This is an optimization exercise on Yosys and OpenROAD, whose aim is small area and a short achievable clock period, not a production implementation.
At most, simulation tests tie the RTL to the original design; equivalence was not proved.
The RTL of run 4 was laid out without a check of its function.
Power and IR drop assume default switching activity.

==> flow/design.v <==
package rv_decode_pkg;
   localparam int unsigned NUM_TYPES = 23;
   localparam int unsigned NUM_FMTS  = 5;
   localparam int unsigned NUM_CNT   = 30;
   localparam int unsigned TYPE_JAL   = 22;
   localparam int unsigned TYPE_JALR  = 21;
   localparam int unsigned TYPE_BEQ   = 20;
   localparam int unsigned TYPE_BNE   = 19;
   localparam int unsigned TYPE_LW    = 18;
   localparam int unsigned TYPE_SW    = 17;
   localparam int unsigned TYPE_ADDI  = 16;
   localparam int unsigned TYPE_SLTI  = 15;
   localparam int unsigned TYPE_SLTIU = 14;
   localparam int unsigned TYPE_XORI  = 13;
   localparam int unsigned TYPE_ORI   = 12;
   localparam int unsigned TYPE_ANDI  = 11;
   localparam int unsigned TYPE_SLLI  = 10;
   localparam int unsigned TYPE_SRLI  = 9;
   localparam int unsigned TYPE_ADD   = 8;
   localparam int unsigned TYPE_SUB   = 7;
   localparam int unsigned TYPE_SLL   = 6;
   localparam int unsigned TYPE_SLT   = 5;
   localparam int unsigned TYPE_SLTU  = 4;
   localparam int unsigned TYPE_XOR   = 3;
   localparam int unsigned TYPE_SRL   = 2;
   localparam int unsigned TYPE_OR    = 1;
   localparam int unsigned TYPE_AND   = 0;
   localparam int unsigned FMT_J = 0;
   localparam int unsigned FMT_B = 1;
   localparam int unsigned FMT_S = 2;
   localparam int unsigned FMT_I = 3;
   localparam int unsigned FMT_R = 4;
   localparam logic [NUM_TYPES*3-1:0] TYPE_FMT_LUT = {
      3'(FMT_J),                                                
      3'(FMT_I),                                                
      3'(FMT_B), 3'(FMT_B),                                     
      3'(FMT_I),                                                
      3'(FMT_S),                                                
      3'(FMT_I), 3'(FMT_I), 3'(FMT_I), 3'(FMT_I),               
      3'(FMT_I), 3'(FMT_I), 3'(FMT_I), 3'(FMT_I),               
      3'(FMT_R), 3'(FMT_R), 3'(FMT_R), 3'(FMT_R), 3'(FMT_R),    
      3'(FMT_R), 3'(FMT_R), 3'(FMT_R), 3'(FMT_R)                
   };
   localparam int unsigned SEL_FMT_BASE = 23;
   localparam int unsigned SEL_TOTAL    = 28;
   localparam int unsigned SEL_ERR      = 29;
   function automatic logic [NUM_FMTS-1:0] fmt_onehot(input logic [2:0] fmt_idx);
      fmt_onehot = NUM_FMTS'(1) << fmt_idx;
   endfunction
endpackage
module sat_counter #(
   parameter int unsigned CNT_W = 16
) (
   input  logic             clk,
   input  logic             inc,
   input  logic             zero,
   output logic [CNT_W-1:0] q
);
   localparam int unsigned NG = CNT_W / 4;
   logic [CNT_W-1:0] cnt_q, cnt_d, tgl;
   logic [CNT_W-1:0] loc;      
   logic [NG:0]      grp;      
   logic [NG-1:0]    go;       
   logic             step;
   always_comb begin
      grp[0] = 1'b1;
      for (int unsigned k = 0; k < NG; k++) begin
         loc[4*k]   = 1'b1;
         loc[4*k+1] = cnt_q[4*k];
         loc[4*k+2] = cnt_q[4*k] & cnt_q[4*k+1];
         loc[4*k+3] = cnt_q[4*k] & cnt_q[4*k+1] & cnt_q[4*k+2];
         grp[k+1]   = grp[k] & (&cnt_q[4*k +: 4]);
      end
      step = inc & ~grp[NG];
      for (int unsigned k = 0; k < NG; k++) go[k] = step & grp[k];
      for (int unsigned i = 0; i < CNT_W; i++) tgl[i] = go[i/4] & loc[i];
      cnt_d = (cnt_q ^ tgl) & {CNT_W{~zero}};
      cnt_d[0] = zero ? inc : (cnt_q[0] ^ step);
   end
   always_ff @(posedge clk) begin
      cnt_q <= cnt_d;
   end
   assign q = cnt_q;
endmodule
module sat_counter_bank #(
   parameter int unsigned N     = 23,
   parameter int unsigned CNT_W = 16
) (
   input  logic                    clk,
   input  logic [N-1:0]            sel,
   input  logic [N-1:0]            inc,
   input  logic                    zero,
   output logic [N-1:0][CNT_W-1:0] q
);
   logic [N-1:0][CNT_W-1:0] cnt_q;
   logic [CNT_W-1:0]        cur, nxt;
   logic [CNT_W:0]          pre;    
   assign pre[0] = 1'b1;
   for (genvar i = 1; i <= CNT_W; i++) begin : g_pre
      assign pre[i] = &cur[i-1:0];
   end
   always_comb begin
      cur = '0;
      for (int unsigned j = 0; j < N; j++) begin
         cur = cur | (cnt_q[j] & {CNT_W{sel[j]}});
      end
      for (int unsigned i = 0; i < CNT_W; i++) begin
         nxt[i] = cur[i] ? (pre[CNT_W] | ~pre[i]) : pre[i];
      end
   end
   always_ff @(posedge clk) begin
      for (int unsigned j = 0; j < N; j++) begin
         if (inc[j] || zero) begin
            cnt_q[j] <= nxt & {CNT_W{~zero}};
         end
      end
   end
   assign q = cnt_q;
endmodule
module instr_mix_profiler #(
   parameter int unsigned CNT_W = 16
) (
   input  logic             clk,
   input  logic             rst,
   input  logic             in_valid,
   input  logic [22:0]      instruction_type,
   input  logic [4:0]       instruction_format,
   input  logic             clear,
   input  logic             rd_en,
   input  logic [4:0]       rd_sel,
   output logic             rd_valid,
   output logic [CNT_W-1:0] rd_data,
   output logic             rd_err
);
   localparam int unsigned NUM_TYPES = 23;
   localparam int unsigned NUM_FMTS  = 5;
   localparam int unsigned NUM_PHYS  = 28;
   logic [NUM_TYPES-1:0] s1_type_q;
   logic                 s1_legal_q;
   logic [3:0]           s1_grp_inc_q;    
   logic                 clr_pend_q;
   logic             rd_valid_q;
   logic [CNT_W-1:0] rd_data_q, rd_data_d;
   logic             rd_err_q;
   logic [NUM_FMTS-1:0]            grp;
   logic [1:0]                     t_am;
   logic                           take, is_bubble, is_legal, is_err;
   logic [NUM_TYPES-1:0]           type_inc;
   logic [NUM_PHYS-1:0][CNT_W-1:0] cnt;
   logic [31:0]                    sel_hot;
   logic [NUM_PHYS-1:0]            pick;
   function automatic logic [1:0] any_multi(input logic [31:0] x);
      logic [31:0] a, m;
      a = x;
      m = '0;
      for (int w = 16; w >= 1; w = w / 2) begin
         for (int i = 0; i < w; i++) begin
            m[i] = m[2*i] | m[2*i+1] | (a[2*i] & a[2*i+1]);
            a[i] = a[2*i] | a[2*i+1];
         end
      end
      any_multi = {m[0], a[0]};
   endfunction
   logic [NUM_FMTS-1:0] g_any, g_multi, g_use;
   logic [1:0]          u_am;
   always_comb begin
      t_am = any_multi({30'd0, instruction_type[20:19]});
      g_any[1] = t_am[0];  g_multi[1] = t_am[1];
      t_am = any_multi({22'd0, instruction_type[21], instruction_type[18], instruction_type[16:9]});
      g_any[3] = t_am[0];  g_multi[3] = t_am[1];
      t_am = any_multi({23'd0, instruction_type[8:0]});
      g_any[4] = t_am[0];  g_multi[4] = t_am[1];
      g_any[0] = instruction_type[22];  g_multi[0] = 1'b0;
      g_any[2] = instruction_type[17];  g_multi[2] = 1'b0;
      g_use = g_any | instruction_format;
      u_am  = any_multi({27'd0, g_use});
      take      = in_valid && !clear && !rst;
      is_bubble = !u_am[0];
      is_legal  = take && !u_am[1] && (|(instruction_format & g_any & ~g_multi));
      is_err    = take && u_am[0] && !is_legal;
   end
   always_comb begin
      type_inc = s1_type_q & {NUM_TYPES{s1_legal_q}};
   end
   sat_counter_bank #(
      .N     (NUM_TYPES),
      .CNT_W (CNT_W)
   ) u_types (
      .clk  (clk),
      .sel  (s1_type_q),
      .inc  (type_inc),
      .zero (clr_pend_q),
      .q    (cnt[NUM_TYPES-1:0])
   );
   sat_counter_bank #(
      .N     (4),
      .CNT_W (CNT_W)
   ) u_fmt_err (
      .clk  (clk),
      .sel  (s1_grp_inc_q),
      .inc  (s1_grp_inc_q),
      .zero (clr_pend_q),
      .q    (cnt[26:23])
   );
   sat_counter #(
      .CNT_W (CNT_W)
   ) u_total (
      .clk  (clk),
      .inc  (s1_legal_q),
      .zero (clr_pend_q),
      .q    (cnt[27])
   );
   logic [CNT_W-1:0] sel_val;
   always_comb begin
      for (int unsigned i = 0; i < 32; i++) begin
         sel_hot[i] = !clr_pend_q && (rd_sel == 5'(i));
      end
      for (int unsigned i = 0; i < NUM_TYPES; i++) pick[i] = sel_hot[i];
      pick[22] = sel_hot[22] | sel_hot[23];
      pick[17] = sel_hot[17] | sel_hot[25];
      pick[23] = sel_hot[24];
      pick[24] = sel_hot[26];
      pick[25] = sel_hot[27];
      pick[26] = sel_hot[29];
      pick[27] = sel_hot[28];
      sel_val = '0;
      for (int unsigned i = 0; i < NUM_PHYS; i++) begin
         sel_val = sel_val | (cnt[i] & {CNT_W{pick[i]}});
      end
      rd_data_d = rst ? '0 : rd_en ? sel_val : rd_data_q;
   end
   always_ff @(posedge clk) begin
      s1_type_q    <= instruction_type;
      s1_legal_q   <= is_legal;
      s1_grp_inc_q <= {is_err, instruction_format[4] & is_legal,
                       instruction_format[3] & is_legal, instruction_format[1] & is_legal};
      clr_pend_q   <= rst | clear;
      rd_data_q    <= rd_data_d;
      if (rst) begin
         rd_valid_q <= 1'b0;
         rd_err_q   <= 1'b0;
      end else begin
         rd_valid_q <= rd_en;
         rd_err_q   <= rd_en & (&rd_sel[4:1]);
      end
   end
   assign rd_valid = rd_valid_q;
   assign rd_data  = rd_data_q;
   assign rd_err   = rd_err_q;
endmodule
==> flow/flow/run.sh <==
#!/bin/bash
# The standard layout (standard synthesis unchanged), with two changes:
# the port buffers are sky130_fd_sc_hd__buf_2 instead of the delay-cell
# buffer buffer_ports picks by default, and clock tree synthesis builds the
# tree from sky130_fd_sc_hd__clkbuf_4 in clusters of up to 8 sinks and
# inserts no dummy loads. make's output goes to standard.log here; each
# tool's full output also goes to ORFS's own logs under orfs/logs.
export BUFFER_PORTS_ARGS="-buffer_cell sky130_fd_sc_hd__buf_2"
export CTS_ARGS="-sink_clustering_enable -repair_clock_nets -sink_clustering_size 8 -sink_clustering_max_diameter 40 -dont_use_dummy_load -buf_list sky130_fd_sc_hd__clkbuf_4"
bash standard.sh > standard.log 2>&1
==> flow/standard.sh <==
#!/bin/bash
# synth_recipe.tcl (not shown) runs the flow's synth.tcl, then flattens the netlist and writes it again
# the make line also repeats each setting of config.mk as NAME=value (left out here)
make -C /OpenROAD-flow-scripts/flow DESIGN_CONFIG=/design/flow/config.mk WORK_HOME=/design/flow/orfs CLKGATE_MAP_FILE= SYNTH_SCRIPT=/design/flow/synth_recipe.tcl "${@:-finish}"
==> flow/config.mk <==
export PLATFORM = sky130hd
export DESIGN_NAME = instr_mix_profiler
export DESIGN_NICKNAME = instr_mix_profiler
export VERILOG_FILES = /design/flow/design.v
export SDC_FILE = /design/flow/constraint.sdc
export NUM_CORES = 4
export LEC_CHECK = 0
export CAP_MARGIN = 20
export CORE_MARGIN = 2
export CORE_UTILIZATION = 50
export CTS_CLUSTER_DIAMETER = 60
export CTS_CLUSTER_SIZE = 16
export GPL_ROUTABILITY_DRIVEN = 0
export SETUP_SLACK_MARGIN = 4.8
export SLEW_MARGIN = 20
export TNS_END_PERCENT = 0
==> flow/constraint.sdc <==
create_clock -name core_clock -period 7.5 [get_ports {clk}]
set_input_delay 1.5000 -clock core_clock [delete_from_list [all_inputs] [get_ports {clk}]]
set_output_delay 1.5000 -clock core_clock [all_outputs]
set_load 0.01 [all_outputs]
==> results.yml, run 1 <==
clock_tree:
  clk_latency_ns: 0.88
  cts_buffers: 82
  cts_tree: "done"
  cts_hold_buf: 0
  h-tree-depth: 3
  path_clk_slew_ns: 0.08
  cts_root_buf: "clkbuf_4"
  clkSinkCount: 495
  ctsLongestPathBuffers: 3
cells_and_area:
  mostFrequentLayoutCell: "edfxtp_1"
  area_growth_pct: 11.28
  drive_gt1_share_pct: 20.80
  final_cell_mix: "edfxtp_1, a22oi_1, buf_4"
  finish.net_count: 1712
routing:
  num_vias: 17426
  wl_um: 91490
  drt-pass1-iter-count: 10
  drt-initial-drc-count: 3982
  avgRoutedWirePerCell_um: 41.40
  avgViaCountPerCell: 7.885
  ant_nets: 0
  drc: 0
timing:
  worst_pin_slew_ns: 1.132
  hold_viol_final: 0
  min_period_ns: 3.090
  rsz0062_at_grt: "true"
  tns_ns: 0
  worst_slack_ns: 4.410
  slew_viol_final: 0
  setup-violations-final: 0
  fin_crit_sh_pct: 41.20
  max-slew-margin-rel_pct: 24.46
  fmax_mhz: 323.7
  fin_skew_ns: 0.1032
floorplanning:
  io_pins: 56
  start_util_pct: 50.48
  core_area_um2: 41760
  rows: 75
  die-height_um: 209.3
  die_w_um: 209.3
  dieArea_um2: 43820
global_routing:
  grt.total_usage_pct: 41.45
  grt-ovfl-total: 0
  grt_pass1_wl_um: 124600
  grt_start_max_net_pins: 35
  antenna_found_initial: 2
  grt_pass1_vias: 16565
logic_synthesis:
  synth_edf_count: 432
  yosysWarnings: 4
  synth.area.top_cells: "edfxtp_1, a22oi_1, dfxtp_1, a221oi_1, a22o_1"
  synth_fp_nets: 1575
  synth.distinct_cells: 70
  netlist.area_leader.share_pct: 61.54
  synth-async-reset-ratio_pct: 0
  yosys_register_bits: 495
  synthAdderAreaFrac_pct: 0.3799
  synth.area.mux_share_pct: 0.2434
  synth_top_family_by_area: "compound AO/OA/AOI/OAI gates"
  synth-simple-area-share_pct: 9.639
  avgSynthCellArea_um2: 13.75
  synth_xor_area_share_pct: 0.5401
  synth_compound_area_share_pct: 19.05
  ys.flop_type: "edfxtp_1"
  yosys.area.top_type: "edfxtp_1"
  syn_area_um2: 21080
  seq_area_frac_synth_pct: 67.52
  syn_inst: 1533
setup_path:
  worstPathCellList: "buf_2 > nand2_1 > or3_1 > nor3_4 > buf_8 > a222oi_1 > nand4_1 > nor3_1 > nor3_1"
  path_buf_inv: 2
  crit_type: "input pin to flip-flop"
  cpPeakStageDelay_ns: 0.65
  critPathSlowestCell: "nor3_4"
  end_kind: "flip-flop"
  timing.rr.start: "s1_type_q[16]$_DFF_P_"
  path_delay_family: "simple AND/OR/NAND/NOR gates"
  cp-start-kind: "input pin"
  path_common_cell: "nor3_1"
  reg2reg_to: "u_types.cnt_q[214]$_DFFE_PP_"
  r2r_slack_ns: 4.47
  arrival_ns: 3.82
  crit_required_ns: 8.23
  cp_max_fo: 12
  reg2reg_depth: 12
pwr:
  powerDensity_nw_per_um2: 246.4
  p_seq_share_pct: 63.4
  p_int_mw: 4.149
  comb_power_share_pct: 12.4
  power_mw: 5.779
  p_sw_mw: 1.630
  cellLeakagePower_nw: 8.301
  switching_share_pct: 28.20
  peakVddDrop_mv: 0.1631
  power_frac_clock_pct: 24.2
min_path:
  worstHoldStart: "rd_data_q[1]$_SDFFE_PP0P_"
  min_path_cells: 2
  worst_hold_path_type: "flip-flop to flip-flop"
  hold_end: "rd_data_q[1]$_SDFFE_PP0P_"
placement:
  io_buffers: 55
  place_ws_ns: 3.209
  hpwl_um: 54520
status:
  outcome: "finished clean"
flow_run:
  maxCapViolCount: 0
[area by class of cell]
type	instances	area, µm²
multi-input cells	919	6665
inverters	9	37.54
clock buffers	82	615.6
repair buffers	162	1192
fillers	3377	18300
diodes	3	7.507
repair inverters	1	7.507
well taps	539	674.4
flip-flops and latches	495	14260
[per-stage QoR]
step / utilization (%) / area [µm²] / std cells / hold WS, ns
finish: 56.18 / 23460 / 2210 / 0.4747
global route: 56.18 / 23460 / 2210 / 0.5111
CTS: 55.65 / 23240 / 2198 / 0.4741
detailed placement: 53.49 / 22340 / 2104 / 0.4638
global placement: 53.40 / 22300 / 2101 / 0.4645
floorplan: - / 21160 / 1533 / 0.4716
[sequential cells by signal, indices dropped and copies added (netlist names)]
signal	count
u_total.cnt_q	16
s1_grp_inc_q	4
clr_pend_q	1
u_types.cnt_q	368
rd_valid_q	1
s1_type_q	23
rd_data_q	16
rd_err_q	1
s1_legal_q	1
u_fmt_err.cnt_q	64
[power groups by stage]
stage,registers [mW],logic [mW],clock network (mW)
after floorplan,3.59,0.356,0
after global placement,3.70,0.589,0
after detailed placement,3.70,0.595,0
after CTS,3.64,0.647,1.41
after global routing,3.68,0.729,1.52
final,3.66,0.715,1.40
[cells in the mapped netlist, types with 19 or more instances]
cell	instances
buf_2	57
nand2_1	100
a22oi_1	226
a221oi_1	78
dfxtp_1	63
nand3_1	54
clkbuf_1	45
a21oi_1	19
nor3_1	40
nor2_1	62
a22o_1	77
edfxtp_1	432
a222oi_1	32
nand4_1	44
[kinds of logic after synthesis]
logic type,after synthesis
and+or+nand+nor,392
adders and majority gates,7
buffers and inverters,120
AOI/OAI and AO/OA,501
muxes,5
DFF,495
xor gates and xnor gates,13
[what timing repair did]
action,in CTS,in global routing
gates cloned,2,1
endpoints found under the setup margin,830,591
setup buffers,10,8
gates resized for setup,53,36
pin swaps,5,4
[metal layers]
layer  routed length [µm]  track usage, %
met2                36130           56.49
met1                30700           51.80
met3                17400           22.55
met5                    0               0
met4                 7268           24.56
[worst max path at each step]
stage | slack [ns] | cells after the start | startpoint | endpoint
4_1_cts | 4.52 | 8 | instruction_type[10] | s1_grp_inc_q[3]$_DFF_P_
3_5_place_dp | 3.21 | 7 | s1_type_q[10]$_DFF_P_ | u_types.cnt_q[6]$_DFFE_PP_
6_report | 4.41 | 9 | rd_sel[3] | rd_data_q[9]$_SDFFE_PP0P_
5_1_grt | 4.47 | 10 | s1_type_q[16]$_DFF_P_ | u_types.cnt_q[355]$_DFFE_PP_
3_3_place_gp | 3.33 | 7 | s1_type_q[6]$_DFF_P_ | u_types.cnt_q[326]$_DFFE_PP_
2_1_floorplan | 4.35 | 7 | instruction_type[10] | s1_grp_inc_q[3]$_DFF_P_
[worst register-to-register path, cell delays in order, from the launching register on]
cell,delay (ns)
dfxtp_2,0.60
buf_4,0.33
a22o_1,0.17
a221oi_1,0.04
and4_1,0.24
nand4_1,0.10
buf_4,0.16
and4_4,0.35
nand4_1,0.14
buf_6,0.16
buf_4,0.14
a211oi_4,0.25
buf_4,0.19
==> run 2: changes to the inputs <==
==> flow/flow/run.sh (replaced) <==
#!/bin/bash
# The standard layout (standard synthesis unchanged), with two changes:
# the port buffers are sky130_fd_sc_hd__buf_2 instead of the delay-cell
# buffer buffer_ports picks by default, and clock tree synthesis builds the
# tree from sky130_fd_sc_hd__clkbuf_4 in clusters of up to 10 sinks and
# inserts no dummy loads. make's output goes to standard.log here; each
# tool's full output also goes to ORFS's own logs under orfs/logs.
export BUFFER_PORTS_ARGS="-buffer_cell sky130_fd_sc_hd__buf_2"
export CTS_ARGS="-sink_clustering_enable -repair_clock_nets -sink_clustering_size 10 -sink_clustering_max_diameter 45 -dont_use_dummy_load -buf_list sky130_fd_sc_hd__clkbuf_4"
bash standard.sh > standard.log 2>&1
--- a/flow/config.mk
+++ b/flow/config.mk
@@ -11,5 +11,4 @@
 export CTS_CLUSTER_DIAMETER = 60
 export CTS_CLUSTER_SIZE = 16
-export GPL_ROUTABILITY_DRIVEN = 0
 export SETUP_SLACK_MARGIN = 4.8
 export SLEW_MARGIN = 20
==> results.yml, run 2 <==
cells_and_area:
  top_register: "u_types.cnt_q"
  finish.net_count: 1695
  utilization_pct: 55.91
  reg_top3: "u_types.cnt_q (368), u_fmt_err.cnt_q (64), s1_type_q (23)"
  final_cell_mix: "edfxtp_1, a22oi_1, nand2_1, buf_4, a221oi_1"
  area_growth_pct: 10.76
  largest_register_ffs: 368
  drive_gt1_share_pct: 19.99
  mostFrequentLayoutCell: "edfxtp_1"
clock_tree:
  cts_buffers: 68
  h-tree-depth: 3
  path_clk_slew_ns: 0.11
  cts_root_buf: "clkbuf_4"
  clkSinkCount: 495
  cts_hold_buf: 0
  ctsLongestPathBuffers: 3
  clk_latency_ns: 0.87
  cts_tree: "done"
global_routing:
  antenna_found_initial: 2
  grt_pass1_wl_um: 126000
  grt.total_usage_pct: 42.20
  grt_start_max_net_pins: 53
  grt_pass1_vias: 16322
  grt-ovfl-total: 0
logic_synthesis:
  seq_area_frac_synth_pct: 67.52
  avgSynthCellArea_um2: 13.75
  ys.flop_type: "edfxtp_1"
  yosys.area.top_type: "edfxtp_1"
  yosysWarnings: 4
  syn_area_um2: 21080
  synth_edf_count: 432
  synth.distinct_cells: 70
  synth_fp_nets: 1575
  synth-async-reset-ratio_pct: 0
  yosys.cell_count.top_type: "edfxtp_1"
  netlist.area_leader.share_pct: 61.54
  yosys_register_bits: 495
  synth.area.top_cells: "edfxtp_1, a22oi_1, dfxtp_1, a221oi_1, a22o_1"
  syn_inst: 1533
  synth.top_cells.by_count: "edfxtp_1, a22oi_1, nand2_1"
floorplanning:
  dieArea_um2: 43820
  io_pins: 56
  die-height_um: 209.3
  core_area_um2: 41760
  die_w_um: 209.3
  rows: 75
  start_util_pct: 50.48
timing:
  setup-violations-final: 0
  slew_viol_final: 0
  worst_pin_slew_ns: 1.108
  fin_crit_sh_pct: 40.09
  fin_skew_ns: 0.1029
  max-slew-margin-rel_pct: 26.05
  fmax_mhz: 332.6
  tns_ns: 0
  hold_viol_final: 0
  rsz0062_at_grt: "true"
  min_period_ns: 3.007
min_path:
  worstHoldStart: "rd_data_q[7]$_SDFFE_PP0P_"
  hold_end: "rd_data_q[7]$_SDFFE_PP0P_"
  min_path_cells: 2
  worst_hold_path_type: "flip-flop to flip-flop"
routing:
  num_vias: 17512
  ant_nets: 0
  wl_um: 93010
  drc: 0
  avgRoutedWirePerCell_um: 42.43
  drt-pass1-iter-count: 10
  drt-initial-drc-count: 3755
  avgViaCountPerCell: 7.989
placement:
  gp_congestion: 0.9414
  io_buffers: 55
  hpwl_um: 53210
setup_path:
  arrival_ns: 3.47
  cp_max_fo: 52
  end_kind: "flip-flop"
  cp-startpoint: "clr_pend_q$_DFF_P_"
  cp-start-kind: "flip-flop"
  r2r_slack_ns: 4.49
  timing.rr.start: "clr_pend_q$_DFF_P_"
  reg2reg_to: "u_types.cnt_q[311]$_DFFE_PP_"
  crit_required_ns: 7.96
  reg2reg_depth: 4
  crit_type: "flip-flop to flip-flop"
status:
  outcome: "finished clean"
flow_run:
  maxCapViolCount: 0
pwr:
  powerDensity_nw_per_um2: 242.1
  cellLeakagePower_nw: 8.242
  peakVddDrop_mv: 0.1460
-- run 2: critical path, cell delays in order (launching register included) --
cell and delay [ns]:
dfxtp_2 0.56, buf_6 0.52, inv_2 0.48, nand2_1 0.58
buf_4 0.43
-- run 2: repair_timing --
action,4_1_cts,5_1_grt
cloned,2,0
setup endpoints to repair,746,721
pin swaps,9,4
setup buffers,22,1
endpoints found under the hold margin,0,0
gates resized for setup,44,30
-- run 2: cell families after synthesis --
kind of cell / after synthesis / synth area share, %
buf+inv: 120 / 2.623
simple gates: 392 / 9.639
xor+xnor: 13 / 0.5401
mux: 5 / 0.2434
compound gates: 501 / 19.05
flops: 495 / 67.52
fa+ha+maj: 7 / 0.3799
-- run 2: worst max-delay path by stage --
stage	to	slack, ns	cells after the start
6_report	u_types.cnt_q[311]$_DFFE_PP_	4.49	4
5_1_grt	u_types.cnt_q[170]$_DFFE_PP_	4.55	10
4_1_cts	rd_data[14]	4.61	1
3_5_place_dp	s1_grp_inc_q[3]$_DFF_P_	3.65	8
3_3_place_gp	u_types.cnt_q[305]$_DFFE_PP_	3.60	8
2_1_floorplan	s1_grp_inc_q[3]$_DFF_P_	4.35	7
-- run 2: through the flow --
| step | setup slack [ns] | instance area (µm²) | hold slack, ns | instances | total power, mW |
|---|---|---|---|---|---|
| 2_1_floorplan | 4.355 | 21160 | 0.4716 | 1533 | 3.941 |
| 3_5_place_dp | 3.652 | 22300 | 0.4666 | 2097 | 4.288 |
| 4_1_cts | 4.614 | 23210 | 0.4842 | 2189 | 5.591 |
| 5_1_grt | 4.552 | 23340 | 0.5146 | 2191 | 5.787 |
| 6_report | 4.493 | 23350 | 0.4811 | 2192 | 5.653 |
| 3_3_place_gp | 3.602 | 22290 | 0.4691 | 2097 | 4.285 |
-- run 2: power breakdown --
| part | switching [mW] | internal (mW) | total (mW) |
|---|---|---|---|
| Clock | 0.889 | 0.418 | 1.31 |
| Combinational | 0.477 | 0.231 | 0.708 |
| Sequential | 0.230 | 3.41 | 3.64 |
| Total | 1.60 | 4.06 | 5.65 |
-- run 2: cell type report --
class	instances	area (µm²)
antenna	2	5.005
timing repair buffer	159	1194
multi-input combinational	920	6678
clock buffer	68	510.5
tap	539	674.4
inverter	9	33.78
fill	3381	18410
sequential	495	14250
-- run 2: metal layers --
layer  up-vias  part of all wire, %  track usage (%)
li1       6622                    -                -
met1      8465                   33            53.62
met2      1887                   40            59.52
met3       538                   18            19.09
met4         0                  8.3            24.95
met5         -                    0                0
==> run 3: changes to the inputs <==
==> flow/run.sh (new file) <==
#!/bin/bash
# synth_recipe.tcl (not shown) runs the flow's synth.tcl, then flattens the netlist and writes it again
# the make line also repeats each setting of config.mk as NAME=value (left out here)
make -C /OpenROAD-flow-scripts/flow DESIGN_CONFIG=/design/flow/config.mk WORK_HOME=/design/flow/orfs CLKGATE_MAP_FILE= SYNTH_SCRIPT=/design/flow/synth_recipe.tcl finish
--- a/flow/config.mk
+++ b/flow/config.mk
@@ -9,6 +9,7 @@
 export CORE_MARGIN = 2
 export CORE_UTILIZATION = 50
-export CTS_CLUSTER_DIAMETER = 60
-export CTS_CLUSTER_SIZE = 16
+export CTS_BUF_LIST = sky130_fd_sc_hd__clkbuf_8
+export CTS_CLUSTER_DIAMETER = 50
+export CTS_CLUSTER_SIZE = 12
 export SETUP_SLACK_MARGIN = 4.8
 export SLEW_MARGIN = 20
removed: flow/flow/run.sh
removed: flow/standard.sh
==> results.yml, run 3 <==
status:
  outcome: "finished clean"
pwr:
  peakVddDrop_mv: 0.1719
  switching_share_pct: 28.28
  comb_power_share_pct: 13.5
  cellLeakagePower_nw: 9.064
  p_int_mw: 4.481
  power_frac_clock_pct: 28.1
  p_seq_share_pct: 58.4
  p_sw_mw: 1.766
  power_mw: 6.247
  powerDensity_nw_per_um2: 248.6
routing:
  drt-initial-drc-count: 3736
  drc: 0
  drt-pass1-iter-count: 9
  num_vias: 17816
  wl_um: 93730
  avgViaCountPerCell: 7.824
  ant_nets: 0
  avgRoutedWirePerCell_um: 41.16
logic_synthesis:
  yosys.area.top_type: "edfxtp_1"
  yosys.cell_count.top_type: "edfxtp_1"
  avgSynthCellArea_um2: 13.75
  synth_top_family_by_area: "compound AO/OA/AOI/OAI gates"
  synth.area.mux_share_pct: 0.2434
  yosys_register_bits: 495
  synth-async-reset-ratio_pct: 0
  ys.flop_type: "edfxtp_1"
  synthAdderAreaFrac_pct: 0.3799
  synth.area.top_cells: "edfxtp_1, a22oi_1, dfxtp_1, a221oi_1, a22o_1"
  synth.distinct_cells: 70
  seq_area_frac_synth_pct: 67.52
  synth-simple-area-share_pct: 9.639
  synth.top_cells.by_count: "edfxtp_1, a22oi_1, nand2_1"
  syn_area_um2: 21080
  yosysWarnings: 4
  syn_inst: 1533
  netlist.area_leader.share_pct: 61.54
  synth_compound_area_share_pct: 19.05
  synth_xor_area_share_pct: 0.5401
  synth_edf_count: 432
  synth_fp_nets: 1575
cells_and_area:
  area_growth_pct: 19.19
  mostFrequentLayoutCell: "edfxtp_1"
  drive_gt1_share_pct: 24.08
  reg_top3: "u_types.cnt_q (368), u_fmt_err.cnt_q (64), s1_type_q (23)"
  final_cell_mix: "edfxtp_1, a22oi_1, buf_4"
  final.fill_count: 3261
  top_register: "u_types.cnt_q"
  stdcell_count: 2277
  finish.net_count: 1738
  largest_register_ffs: 368
  register_area_um2: 14270
  multiInputGateArea_um2: 7096
timing:
  hold_viol_final: 0
  fin_skew_ns: 0.03122
  setup-violations-final: 0
  max-slew-margin-rel_pct: 35.26
  rsz0062_at_grt: "true"
  fmax_mhz: 351.4
  fin_crit_sh_pct: 37.95
  min_period_ns: 2.846
  slew_viol_final: 0
  tns_ns: 0
  worst_pin_slew_ns: 0.9688
clock_tree:
  cts_buffers: 52
  h-tree-depth: 2
  clkSinkCount: 495
  clk_latency_ns: 0.70
  path_clk_slew_ns: 0.08
  cts_root_buf: "clkbuf_8"
  ctsLongestPathBuffers: 3
  cts_tree: "done"
global_routing:
  grt_start_max_net_pins: 36
  antenna_found_initial: 3
  grt_pass1_vias: 16700
  grt.total_usage_pct: 42.26
  grt-busiest-layer: "met2"
  gr-usage-met3_pct: 18.84
  grt-ovfl-total: 0
  met2_usage_pct: 60.13
  use_met1_pct: 52.04
  grt_pass1_wl_um: 127100
setup_path:
  critPathSlowestCell: "and4_4"
  path_delay_family: "simple AND/OR/NAND/NOR gates"
  worstSetupEndpoint: "u_types.cnt_q[0]$_DFFE_PP_"
  path_buf_inv: 3
  cp_max_fo: 23
  crit_required_ns: 8.01
  crit_type: "flip-flop to flip-flop"
  end_kind: "flip-flop"
  arrival_ns: 3.36
  cp-startpoint: "s1_type_q[15]$_DFF_P_"
  reg2reg_to: "u_types.cnt_q[0]$_DFFE_PP_"
  cpPeakStageDelay_ns: 0.40
  cp.depth: 10
  cp-start-kind: "flip-flop"
  reg2reg_depth: 10
  timing.rr.start: "s1_type_q[15]$_DFF_P_"
  r2r_slack_ns: 4.65
  worstPathCellList: "buf_4 > a22oi_1 > nand4_1 > nor3_4 > a21oi_1 > and4_4 > nand4_1 > buf_6 > a21oi_1 > buf_6"
floorplanning:
  die_w_um: 209.3
  rows: 75
  core_area_um2: 41760
  start_util_pct: 50.48
  dieArea_um2: 43820
  io_pins: 56
  die-height_um: 209.3
placement:
  io_buffers: 55
  dp_cells: 2107
  gp_congestion: 0.9646
  hpwl_um: 54160
flow_run:
  maxCapViolCount: 0
min_path:
  worst_hold_path_type: "flip-flop to flip-flop"
run 3: cell counts after synthesis:
No cell type changed its count.
run 3: cells by family after synthesis:
family / count (synthesis)
flip-flops: 495
buffers and inverters: 120
adder cells (fa/ha/maj): 7
XOR/XNOR: 13
AND/OR/NAND/NOR: 392
AO/OA/AOI/OAI: 501
multiplexers: 5
run 3: through the flow:
step	setup WS [ns]	instance area (µm²)	utilization, %	hold slack (ns)
after global placement	2.720	22610	54.15	0.4780
after CTS	4.708	24480	58.62	0.4907
final	4.654	25130	60.17	0.4863
after floorplan	4.355	21160	-	0.4716
after global routing	4.632	25120	60.16	0.5123
after detailed placement	2.978	22630	54.18	0.4860
run 3: metal layers:
layer  part of all wire (%)  vias up
met5                   0.16        -
met4                    8.8        6
met3                     18      628
met2                     41     1949
met1                     33     8500
li1                       -     6733
run 3: power groups by stage:
stage / Combinational (mW) / Sequential (mW) / Clock [mW]
floorplan: 0.356 / 3.59 / 0
global placement: 0.612 / 3.69 / 0
detailed placement: 0.619 / 3.68 / 0
CTS: 0.742 / 3.62 / 1.75
global route: 0.857 / 3.66 / 1.86
finish: 0.844 / 3.65 / 1.76
run 3: worst min-delay path by stage:
stage                                    start                          to  slack, ns  cells past startpoint
global route        rd_data_q[12]$_SDFFE_PP0P_  rd_data_q[12]$_SDFFE_PP0P_       0.51                      2
finish               rd_data_q[9]$_SDFFE_PP0P_   rd_data_q[9]$_SDFFE_PP0P_       0.49                      2
global placement     rd_data_q[1]$_SDFFE_PP0P_   rd_data_q[1]$_SDFFE_PP0P_       0.48                      2
floorplan            u_total.cnt_q[10]$_DFF_P_   u_total.cnt_q[10]$_DFF_P_       0.47                      2
CTS                  rd_data_q[9]$_SDFFE_PP0P_   rd_data_q[9]$_SDFFE_PP0P_       0.49                      2
detailed placement   rd_data_q[9]$_SDFFE_PP0P_   rd_data_q[9]$_SDFFE_PP0P_       0.49                      2
run 3: tightest hold or removal path, stage by stage, from the launching register on:
cell	delay, ns
dfxtp_2	0.33
nor2_1	0.08
nor3_1	0.05
run 3: final cells by class:
class                      instances  area share [%]
tap                              539           2.684
antenna                            2         0.01992
clock buffer                      56           3.068
clock inverter                    38          0.9113
multi-input combinational        922           28.24
sequential                       495           56.80
timing repair buffer             216           8.137
inverter                           9          0.1345
run 3: repair_timing:
item | CTS | global route
gates resized for setup | 228 | 125
pin swaps | 27 | 27
setup endpoints to repair | 471 | 456
buffers inserted | 34 | 31
endpoints found under the hold margin | 0 | 0
cloned | 8 | 1
hold buffers | 0 | 0
==> run 4: changes to the inputs <==
--- a/flow/design.v
+++ b/flow/design.v
@@ -95,9 +95,4 @@
    logic [N-1:0][CNT_W-1:0] cnt_q;
    logic [CNT_W-1:0]        cur, nxt;
-   logic [CNT_W:0]          pre;    
-   assign pre[0] = 1'b1;
-   for (genvar i = 1; i <= CNT_W; i++) begin : g_pre
-      assign pre[i] = &cur[i-1:0];
-   end
    always_comb begin
       cur = '0;
@@ -105,12 +100,13 @@
          cur = cur | (cnt_q[j] & {CNT_W{sel[j]}});
       end
-      for (int unsigned i = 0; i < CNT_W; i++) begin
-         nxt[i] = cur[i] ? (pre[CNT_W] | ~pre[i]) : pre[i];
-      end
+      if (zero)            nxt = CNT_W'(1);
+      else if (cur == '1)  nxt = cur;
+      else                 nxt = cur + CNT_W'(1);
    end
    always_ff @(posedge clk) begin
       for (int unsigned j = 0; j < N; j++) begin
          if (inc[j] || zero) begin
-            cnt_q[j] <= nxt & {CNT_W{~zero}};
+            cnt_q[j][CNT_W-1:1] <= nxt[CNT_W-1:1] & {(CNT_W-1){~zero}};
+            cnt_q[j][0]         <= nxt[0] & (inc[j] | ~zero);
          end
       end
@@ -150,4 +146,5 @@
    logic [31:0]                    sel_hot;
    logic [NUM_PHYS-1:0]            pick;
+   logic                           hold;
    function automatic logic [1:0] any_multi(input logic [31:0] x);
       logic [31:0] a, m;
@@ -162,21 +159,15 @@
       any_multi = {m[0], a[0]};
    endfunction
-   logic [NUM_FMTS-1:0] g_any, g_multi, g_use;
-   logic [1:0]          u_am;
-   always_comb begin
-      t_am = any_multi({30'd0, instruction_type[20:19]});
-      g_any[1] = t_am[0];  g_multi[1] = t_am[1];
-      t_am = any_multi({22'd0, instruction_type[21], instruction_type[18], instruction_type[16:9]});
-      g_any[3] = t_am[0];  g_multi[3] = t_am[1];
-      t_am = any_multi({23'd0, instruction_type[8:0]});
-      g_any[4] = t_am[0];  g_multi[4] = t_am[1];
-      g_any[0] = instruction_type[22];  g_multi[0] = 1'b0;
-      g_any[2] = instruction_type[17];  g_multi[2] = 1'b0;
-      g_use = g_any | instruction_format;
-      u_am  = any_multi({27'd0, g_use});
+   always_comb begin
+      t_am   = any_multi({9'd0, instruction_type});
+      grp[0] = instruction_type[22];
+      grp[1] = instruction_type[20] | instruction_type[19];
+      grp[2] = instruction_type[17];
+      grp[3] = instruction_type[21] | instruction_type[18] | (|instruction_type[16:9]);
+      grp[4] = |instruction_type[8:0];
       take      = in_valid && !clear && !rst;
-      is_bubble = !u_am[0];
-      is_legal  = take && !u_am[1] && (|(instruction_format & g_any & ~g_multi));
-      is_err    = take && u_am[0] && !is_legal;
+      is_bubble = (instruction_type == '0) && (instruction_format == '0);
+      is_legal  = take && t_am[0] && !t_am[1] && (instruction_format == grp);
+      is_err    = take && !is_bubble && !is_legal;
    end
    always_comb begin
@@ -211,8 +202,7 @@
       .q    (cnt[27])
    );
-   logic [CNT_W-1:0] sel_val;
    always_comb begin
       for (int unsigned i = 0; i < 32; i++) begin
-         sel_hot[i] = !clr_pend_q && (rd_sel == 5'(i));
+         sel_hot[i] = rd_en && !rst && !clr_pend_q && (rd_sel == 5'(i));
       end
       for (int unsigned i = 0; i < NUM_TYPES; i++) pick[i] = sel_hot[i];
@@ -224,9 +214,9 @@
       pick[26] = sel_hot[29];
       pick[27] = sel_hot[28];
-      sel_val = '0;
+      hold = !rd_en && !rst;
+      rd_data_d = rd_data_q & {CNT_W{hold}};
       for (int unsigned i = 0; i < NUM_PHYS; i++) begin
-         sel_val = sel_val | (cnt[i] & {CNT_W{pick[i]}});
-      end
-      rd_data_d = rst ? '0 : rd_en ? sel_val : rd_data_q;
+         rd_data_d = rd_data_d | (cnt[i] & {CNT_W{pick[i]}});
+      end
    end
    always_ff @(posedge clk) begin
==> flow/config.mk (replaced) <==
export PLATFORM = sky130hd
export DESIGN_NAME = instr_mix_profiler
export DESIGN_NICKNAME = instr_mix_profiler
export VERILOG_FILES = /design/flow/design.v
export SDC_FILE = /design/flow/constraint.sdc
export NUM_CORES = 4
export LEC_CHECK = 0
export CAP_MARGIN = 20
export CORE_MARGIN = 2
export CORE_UTILIZATION = 45
export SETUP_SLACK_MARGIN = 4.9
export SLEW_MARGIN = 20
==> results.yml, run 4 <==
timing:
  worst_slack_ns: 4.361
  max-slew-margin-rel_pct: 41.34
  hold_viol_final: 0
  rsz0062_at_grt: "true"
  fmax_mhz: 318.6
  setup-violations-final: 0
  fin_skew_ns: 0.02978
  fin_crit_sh_pct: 41.85
  slew_viol_final: 0
  min_period_ns: 3.139
  tns_ns: 0
  worst_pin_slew_ns: 0.8769
floorplanning:
  core_area_um2: 47450
  start_util_pct: 45.37
  dieArea_um2: 49600
  rows: 80
  die-height_um: 222.7
  io_pins: 56
  die_w_um: 222.7
routing:
  wl_um: 116900
  ant_nets: 0
  drt-pass1-iter-count: 14
  drc: 0
  avgRoutedWirePerCell_um: 43.32
  avgViaCountPerCell: 7.761
  drt-initial-drc-count: 5015
  num_vias: 20938
cells_and_area:
  utilization_pct: 65.87
  largest_register_ffs: 368
  final_cell_mix: "edfxtp_1, buf_4, a22oi_1"
  finish.net_count: 2082
  top_register: "u_types.cnt_q"
  multiInputGateArea_um2: 8930
  final.fill_count: 3282
  reg_top3: "u_types.cnt_q (368), u_fmt_err.cnt_q (64), s1_type_q (23)"
  mostFrequentLayoutCell: "edfxtp_1"
  register_area_um2: 14320
  drive_gt1_share_pct: 43.32
  area_growth_pct: 45.19
clock_tree:
  clkSinkCount: 495
  cts_buffers: 53
  ctsLongestPathBuffers: 3
  path_clk_slew_ns: 0.06
  cts_root_buf: "clkbuf_16"
  cts_hold_buf: 0
  h-tree-depth: 2
  cts_tree: "done"
  clk_latency_ns: 0.64
setup_path:
  end_kind: "flip-flop"
  arrival_ns: 3.50
  reg2reg_to: "u_types.cnt_q[202]$_DFFE_PP_"
  crit_required_ns: 7.86
  timing.rr.start: "s1_type_q[3]$_DFF_P_"
  reg2reg_depth: 12
  crit_type: "flip-flop to flip-flop"
  cp-start-kind: "flip-flop"
  cp_max_fo: 6
  r2r_slack_ns: 4.36
pwr:
  peakVddDrop_mv: 0.1998
  cellLeakagePower_nw: 11.92
  powerDensity_nw_per_um2: 291.7
min_path:
  hold_end: "rd_data_q[10]$_DFF_P_"
  worst_hold_path_type: "flip-flop to flip-flop"
  min_path_cells: 2
  worstHoldStart: "u_types.cnt_q[250]$_DFFE_PP_"
global_routing:
  grt_pass1_wl_um: 149900
  antenna_found_initial: 6
  grt_pass1_vias: 19103
  grt-ovfl-total: 0
  grt_start_max_net_pins: 42
  grt.total_usage_pct: 44.19
logic_synthesis:
  synth-async-reset-ratio_pct: 0
  yosys.cell_count.top_type: "edfxtp_1"
  synth.top_cells.by_count: "edfxtp_1, a22oi_1, nand2_1"
  netlist.area_leader.share_pct: 60.27
  syn_area_um2: 21530
  synth.distinct_cells: 68
  seq_area_frac_synth_pct: 66.12
  yosys_register_bits: 495
  synth_fp_nets: 1630
  yosys.area.top_type: "edfxtp_1"
  avgSynthCellArea_um2: 13.57
  synth.area.top_cells: "edfxtp_1, a22oi_1, dfxtp_1, a22o_1, a221oi_1"
  syn_inst: 1586
  yosysWarnings: 4
  synth_edf_count: 432
  ys.flop_type: "edfxtp_1"
status:
  outcome: "finished clean"
flow_run:
  maxCapViolCount: 0
placement:
  place_ws_ns: 2.782
  hpwl_um: 61060
  io_buffers: 55
  gp_congestion: 1.053
[run 4: changes by cell type in the layout (fill, tap and decap cells not counted), sizes merged, moves of 12 or more]
cell    delta
buf      +279
a211oi    -15
clkinv    +14
inv       -26
a21o      +27
a221oi    -12
nor3      -17
a22oi     +27
nor2      +29
[run 4: layout make-up]
cell class | instances | share of cell area [%]
flip-flops and latches | 495 | 45.81
multi-input cells | 1002 | 28.57
repair buffers | 477 | 16.88
clock buffers | 61 | 4.572
well taps | 615 | 2.462
clock inverters | 38 | 1.581
inverters | 9 | 0.1161
diodes | 1 | 0.008007
[run 4: repair_timing]
item	CTS	global route
endpoints found under the setup margin	642	492
buffers inserted	243	91
resized for setup	557	206
pin swaps	112	133
cloned	31	9
[run 4: metal layers]
layer / GRT usage, % / wire [µm]
met2: 58.86 / 44360
met1: 52.21 / 36040
met4: 35.14 / 13460
met5: 1.075 / 385
met3: 24.32 / 22630
[run 4: power by group]
group	internal, mW	switching (mW)	total [mW]
registers	3.64	0.418	4.05
logic	0.967	1.16	2.13
clock network	1.75	1.19	2.93
[run 4: worst max-delay path by stage]
| stage | startpoint | endpoint | cells past startpoint |
|---|---|---|---|
| 6_report | s1_type_q[3]$_DFF_P_ | u_types.cnt_q[202]$_DFFE_PP_ | 12 |
| 5_1_grt | s1_type_q[19]$_DFF_P_ | u_types.cnt_q[202]$_DFFE_PP_ | 13 |
| 4_1_cts | s1_type_q[16]$_DFF_P_ | u_types.cnt_q[9]$_DFFE_PP_ | 10 |
| 3_5_place_dp | rd_sel[2] | rd_data_q[13]$_DFF_P_ | 8 |
| 3_3_place_gp | rd_sel[2] | rd_data_q[3]$_DFF_P_ | 8 |
| 2_1_floorplan | rd_sel[2] | rd_data_q[10]$_DFF_P_ | 8 |
[run 4: critical path, cell delays in order, from the launching register on]
cell,delay (ns)
dfxtp_4,0.37
clkbuf_16,0.18
buf_4,0.14
a221oi_1,0.44
nand4_1,0.30
o21ai_4,0.28
nor4_4,0.09
buf_4,0.15
buf_6,0.12
a2111oi_4,0.38
xnor2_2,0.16
buf_6,0.18
nor2_4,0.07
[run 4: cell families (layout without fill, tap and decap cells)]
family | count (synthesis) | after routing | synth area share [%]
AO/OA/AOI/OAI | 519 | 529 | 19.05
flip-flops | 495 | 495 | 66.12
AND/OR/NAND/NOR | 417 | 434 | 10.14
buffers and inverters | 117 | 585 | 2.918
XOR/XNOR | 24 | 24 | 0.9765
adder cells (fa/ha/maj) | 7 | 7 | 0.3952
multiplexers | 7 | 8 | 0.4011
other | 0 | 1 | 0
[run 4: metrics by stage]
step	instances	total power [mW]	cell area, µm²	hold WS [ns]
detailed placement	2224	4.968	23360	0.5108
floorplan	1586	4.515	22360	0.4596
global placement	2224	4.972	23350	0.5137
finish	2698	9.117	31250	0.5395
CTS	2597	8.679	29460	0.5187
global route	2697	9.235	31250	0.5555

static timing again, ports no longer ideal:
How much do the figures lean on ideal ports? The routed layouts below were timed once more, with nothing changed but the port constraints.
Step 1, drivers: a clkbuf_16 drives clk and a buf_2 each remaining input, both assumed.
Step 2 adds t to the input delays and takes it off the output delays; t is the mean of the earliest and latest rising clock arrival at the registers after step 1. Input paths then give back, and output paths get back, about the clock's delay inside the block.
a / b / c = no drivers / after step 1 / after step 2; a / b = the first two.
| run | t, ns | setup slack, ns | worst setup path after step 2 |
|---|---|---|---|
| run 1 | 0.873 | 4.410 / 4.440 / 3.567 | input to register |
| run 2 | 0.875 | 4.493 / 4.493 / 3.644 | input to register |
| run 3 | 0.732 | 4.654 / 4.654 / 3.974 | input to register |
| run 4 | 0.695 | 4.361 / 4.361 / 3.852 | input to register |
After both steps every run listed still meets setup and hold. For run 2, which loses most, drivers alone change the setup slack by 0.000 ns; drivers and shift together by -0.849 ns.
